Source: an optimization exercise on an open RTL-to-GDS flow (aim: small area and a short achievable clock period). Production flows keep margins and buffers that such runs may drop.
Function was checked by simulation only, so behaviour that the tests miss may differ from the original.
Power figures rest on the tool's default switching activity, not on a simulated workload.

## v6
==> flow/design.v <==
module cam_to_ram_fifo #(
    parameter int DATA_WIDTH = 10,
    parameter int ADDR_WIDTH = 8
) (
    input  logic                  clk,
    input  logic                  reset_n,
    input  logic [DATA_WIDTH-1:0] data,
    input  logic                  wrreq,
    input  logic                  rdreq,
    output logic [DATA_WIDTH-1:0] q,
    output logic                  rdempty,
    output logic                  wrfull,
    output logic [ADDR_WIDTH:0]   usedw
);
    localparam int DW = DATA_WIDTH;
    localparam int NR = 16;      
    localparam int RL = 15;      
    logic [3:0]  A;              
    logic [3:0]  C;              
    logic [7:0]  wp;
    logic [7:0]  rp;
    logic [8:0]  count;
    logic        empty_r;
    logic        full_r;
    logic [NR-1:0] P;            
    logic [NR-1:0] V;            
    logic        wr_ok;
    logic        rd_ok;
    assign rdempty = empty_r;
    assign wrfull  = full_r;
    assign usedw   = count;
    assign wr_ok = wrreq & ~full_r;
    assign rd_ok = rdreq & ~empty_r;
    wire inc = wr_ok & ~rd_ok;
    wire dec = rd_ok & ~wr_ok;
    function automatic logic [3:0] step15(input logic [3:0] x, input logic dn);
        if (dn) step15 = x;
        else step15 = (x == 4'd14) ? 4'd0 : x + 4'd1;
    endfunction
    wire full_n = full_r ? ~rd_ok : (count == 9'd255) & inc;
    wire [3:0] A_n = step15(A, wr_ok & (wp_lo == 4'd15));
    wire [3:0] C_n = step15(C, rd_ok & (rp_lo == 4'd15));
    wire [3:0] wp_lo = wp[3:0];
    wire [3:0] rp_lo = rp[3:0];
    logic a_zero, a_last, c_zero, c_one, nowrap;
    logic le15, le16, le31;
    wire  ge16 = ~le15;
    wire  lt32 = le31;
    logic [NR-1:0] land;
    logic [NR-1:0] live;
    logic [NR-1:0] pend_h;
    logic [NR-1:0] catch_h;
    logic [NR-1:0] wen;           
    logic [NR-1:0] rsel;          
    logic [DW-1:0] S  [NR];
    logic [DW-1:0] H  [NR];
    genvar r;
    generate
        for (r = 0; r < NR; r = r + 1) begin : g_ring
            logic [RL*DW-1:0] rg;
            wire lt_wp = (4'(r) < wp_lo);
            wire ge_rp = (4'(r) >= rp_lo);
            wire inr   = nowrap ? (ge_rp & lt_wp) : (ge_rp | lt_wp);
            assign land[r] = P[r] & (lt_wp ? a_zero : a_last);
            assign live[r] = ge16 | inr;
            assign pend_h[r] = P[r] & live[r] & (le16 | (lt32 & ~inr));
            assign catch_h[r] = ~V[r] & (ge_rp ? c_zero : c_one) & live[r] & (~pend_h[r] | land[r]);
            always_ff @(posedge clk) begin
                rg <= {rg[(RL-1)*DW-1:0], land[r] ? S[r] : rg[RL*DW-1 -: DW]};
            end
            always_ff @(posedge clk) begin
                if (wrreq & wen[r]) S[r] <= data;
                if (catch_h[r]) H[r] <= pend_h[r] ? S[r] : rg[RL*DW-1 -: DW];
            end
            always_ff @(posedge clk or negedge reset_n) begin
                if (!reset_n) begin
                    P[r] <= 1'b0;
                    V[r] <= 1'b0;
                end else begin
                    if (wrreq & wen[r]) P[r] <= 1'b1;
                    else if (land[r]) P[r] <= 1'b0;
                    if (rd_ok & rsel[r]) V[r] <= 1'b0;
                    else if (catch_h[r]) V[r] <= 1'b1;
                end
            end
        end
    endgenerate
    logic [DW-1:0] rd_word;
    always_comb begin
        rd_word = '0;
        for (int i = 0; i < NR; i = i + 1) begin
            rd_word = rd_word
                | ({DW{rsel[i] &  V[i]}} & H[i])
                | ({DW{rsel[i] & ~V[i]}} & S[i]);
        end
    end
    always_ff @(posedge clk or negedge reset_n) begin
        if (!reset_n) begin
            A       <= 4'd1;
            C       <= 4'd1;
            a_zero  <= 1'b0;
            a_last  <= 1'b0;
            c_zero  <= 1'b0;
            c_one   <= 1'b1;
            nowrap  <= 1'b1;
            wp      <= '0;
            rp      <= '0;
            count   <= '0;
            empty_r <= 1'b1;
            full_r  <= 1'b0;
            le15    <= 1'b1;
            le16    <= 1'b1;
            le31    <= 1'b1;
            rsel    <= 16'd1;
            wen     <= 16'd1;
        end else begin
            for (int i = 0; i < NR; i = i + 1)
                wen[i] <= (wp_lo + {3'd0, wr_ok} == 4'(i)) & ~full_n;
            if (rd_ok) rsel <= {rsel[NR-2:0], rsel[NR-1]};
            le15 <= le15 ? ~((count == 9'd15) & inc) : (count == 9'd16) & dec;
            le16 <= le16 ? ~((count == 9'd16) & inc) : (count == 9'd17) & dec;
            le31 <= le31 ? ~((count == 9'd31) & inc) : (count == 9'd32) & dec;
            A <= A_n;
            C <= C_n;
            a_zero <= (A_n == 4'd0);
            a_last <= (A_n == 4'd14);
            c_zero <= (C_n == 4'd0);
            c_one  <= (C_n == 4'd1);
            nowrap <= (rp_lo + {3'd0, rd_ok} <= wp_lo + {3'd0, wr_ok});
            if (wr_ok) wp <= wp + 1'b1;
            if (rd_ok) rp <= rp + 1'b1;
            case ({wr_ok, rd_ok})
                2'b10:   count <= count + 1'b1;
                2'b01:   count <= count - 1'b1;
                default: count <= count;
            endcase
            empty_r <= empty_r ? ~wr_ok : (count == 9'd1) & rd_ok & ~wr_ok;
            full_r  <= full_n;
        end
    end
    logic [DW-1:0] q_r;
    always_ff @(posedge clk or negedge reset_n) begin
        if (!reset_n) begin
            q_r <= '0;
        end else if (rd_ok) begin
            q_r <= rd_word;
        end
    end
    assign q = q_r;
endmodule
Settings: LEC_CHECK=0, CAP_MARGIN=20, CORE_MARGIN=2, CORE_UTILIZATION=60, CTS_CLUSTER_DIAMETER=80, CTS_CLUSTER_SIZE=24, SETUP_SLACK_MARGIN=2.8, SLEW_MARGIN=20, TNS_END_PERCENT=10, BUFFER_PORTS_ARGS=-buffer_cell sky130_fd_sc_hd__buf_4; clock period 5.0 ns.
standard.sh (not shown) runs the stock make flow with config.mk's settings and CLKGATE_MAP_FILE= SYNTH_SCRIPT=/design/flow/synth_recipe.tcl, a recipe that flattens the netlist after the stock synthesis.
==> flow/flow/run.sh <==
#!/bin/bash
set -e
echo 'export BUFFER_PORTS_ARGS = -buffer_cell sky130_fd_sc_hd__buf_4' >> config.mk
bash standard.sh > standard.log 2>&1
For v7, these inputs were changed with respect to v6:
--- a/flow/design.v
+++ b/flow/design.v
@@ -50,12 +50,18 @@
     logic [NR-1:0] live;
     logic [NR-1:0] pend_h;
     logic [NR-1:0] catch_h;
     logic [NR-1:0] wen;           
     logic [NR-1:0] rsel;          
+    logic [NR-1:0] sel_h;         
+    logic [NR-1:0] sel_s;         
+    logic [NR-1:0] V_n;
+    logic [NR-1:0] rsel_n;
     logic [DW-1:0] S  [NR];
     logic [DW-1:0] H  [NR];
+    assign rsel_n = rd_ok ? {rsel[NR-2:0], rsel[NR-1]} : rsel;
+    assign V_n = ~({NR{rd_ok}} & rsel) & (V | catch_h);
     genvar r;
     generate
         for (r = 0; r < NR; r = r + 1) begin : g_ring
             logic [RL*DW-1:0] rg;
             wire lt_wp = (4'(r) < wp_lo);
@@ -77,23 +83,22 @@
                     P[r] <= 1'b0;
                     V[r] <= 1'b0;
                 end else begin
                     if (wrreq & wen[r]) P[r] <= 1'b1;
                     else if (land[r]) P[r] <= 1'b0;
-                    if (rd_ok & rsel[r]) V[r] <= 1'b0;
-                    else if (catch_h[r]) V[r] <= 1'b1;
+                    V[r] <= V_n[r];
                 end
             end
         end
     endgenerate
     logic [DW-1:0] rd_word;
     always_comb begin
         rd_word = '0;
         for (int i = 0; i < NR; i = i + 1) begin
             rd_word = rd_word
-                | ({DW{rsel[i] &  V[i]}} & H[i])
-                | ({DW{rsel[i] & ~V[i]}} & S[i]);
+                | ({DW{sel_h[i]}} & H[i])
+                | ({DW{sel_s[i]}} & S[i]);
         end
     end
     always_ff @(posedge clk or negedge reset_n) begin
         if (!reset_n) begin
             A       <= 4'd1;
@@ -110,15 +115,19 @@
             full_r  <= 1'b0;
             le15    <= 1'b1;
             le16    <= 1'b1;
             le31    <= 1'b1;
             rsel    <= 16'd1;
+            sel_h   <= 16'd0;
+            sel_s   <= 16'd1;
             wen     <= 16'd1;
         end else begin
             for (int i = 0; i < NR; i = i + 1)
                 wen[i] <= (wp_lo + {3'd0, wr_ok} == 4'(i)) & ~full_n;
-            if (rd_ok) rsel <= {rsel[NR-2:0], rsel[NR-1]};
+            rsel  <= rsel_n;
+            sel_h <= rsel_n & V_n;
+            sel_s <= rsel_n & ~V_n;
             le15 <= le15 ? ~((count == 9'd15) & inc) : (count == 9'd16) & dec;
             le16 <= le16 ? ~((count == 9'd16) & inc) : (count == 9'd17) & dec;
             le31 <= le31 ? ~((count == 9'd31) & inc) : (count == 9'd32) & dec;
             A <= A_n;
             C <= C_n;
Results
- Status | v6 and v7 | clean
- Against v6, detailed placer's ending HPWL in v7 fell by a few percent.
- v7 and v6 ended up with roughly the same clock tree cell share of total cell area.
- Summary: with v6 as the reference, number of buffers other than clock buffers in the final layout in v7 moved down by more than 10%.
- Of v6 and v7, the run reporting the lower area growth from synthesis to final layout was v7.
- Setup slack at placement delta (v7 − v6): favourable
- Row met3 track utilization from global routing: v7 lower / v6 higher
- v7 — global-route usage 3.0 points lower, v6 as reference
- Lower amount of wire on met2 after detailed routing was reported by v7, not v6.
- In the tables for v6 and v7, share of power burned in the clock network reads lower with v6.
- Layout multi-input combinational cell count: v7 < v6

## static timing again, ports no longer ideal
In the flow no input, the clock included, has a driving cell. The finished layouts below were timed again as built, in two steps.
Step 1: set_driving_cell puts a clkbuf_16 on clk and a buf_2 on each other input, an assumption about the parent block.
Step 2 also shifts input and output timing later by t, the mid clock arrival at the registers, as if the neighbouring blocks saw the same clock.
Three values: ideal, step 1, step 2; two values: the first two.
run	t, ns	setup slack, ns	hold WS [ns]	worst setup path after step 2	worst register clock-pin slew, ns
v6	0.854	2.449 / 2.433 / 1.923	0.177 / 0.182 / 0.308	input to register	0.10 / 0.10
v7	0.838	2.433 / 2.433 / 2.026	0.300 / 0.265 / 0.313	input to register	0.10 / 0.10
After both steps every run listed still meets setup and hold. For v6, which loses most, drivers alone change the setup slack by -0.016 ns; drivers and shift together by -0.526 ns.
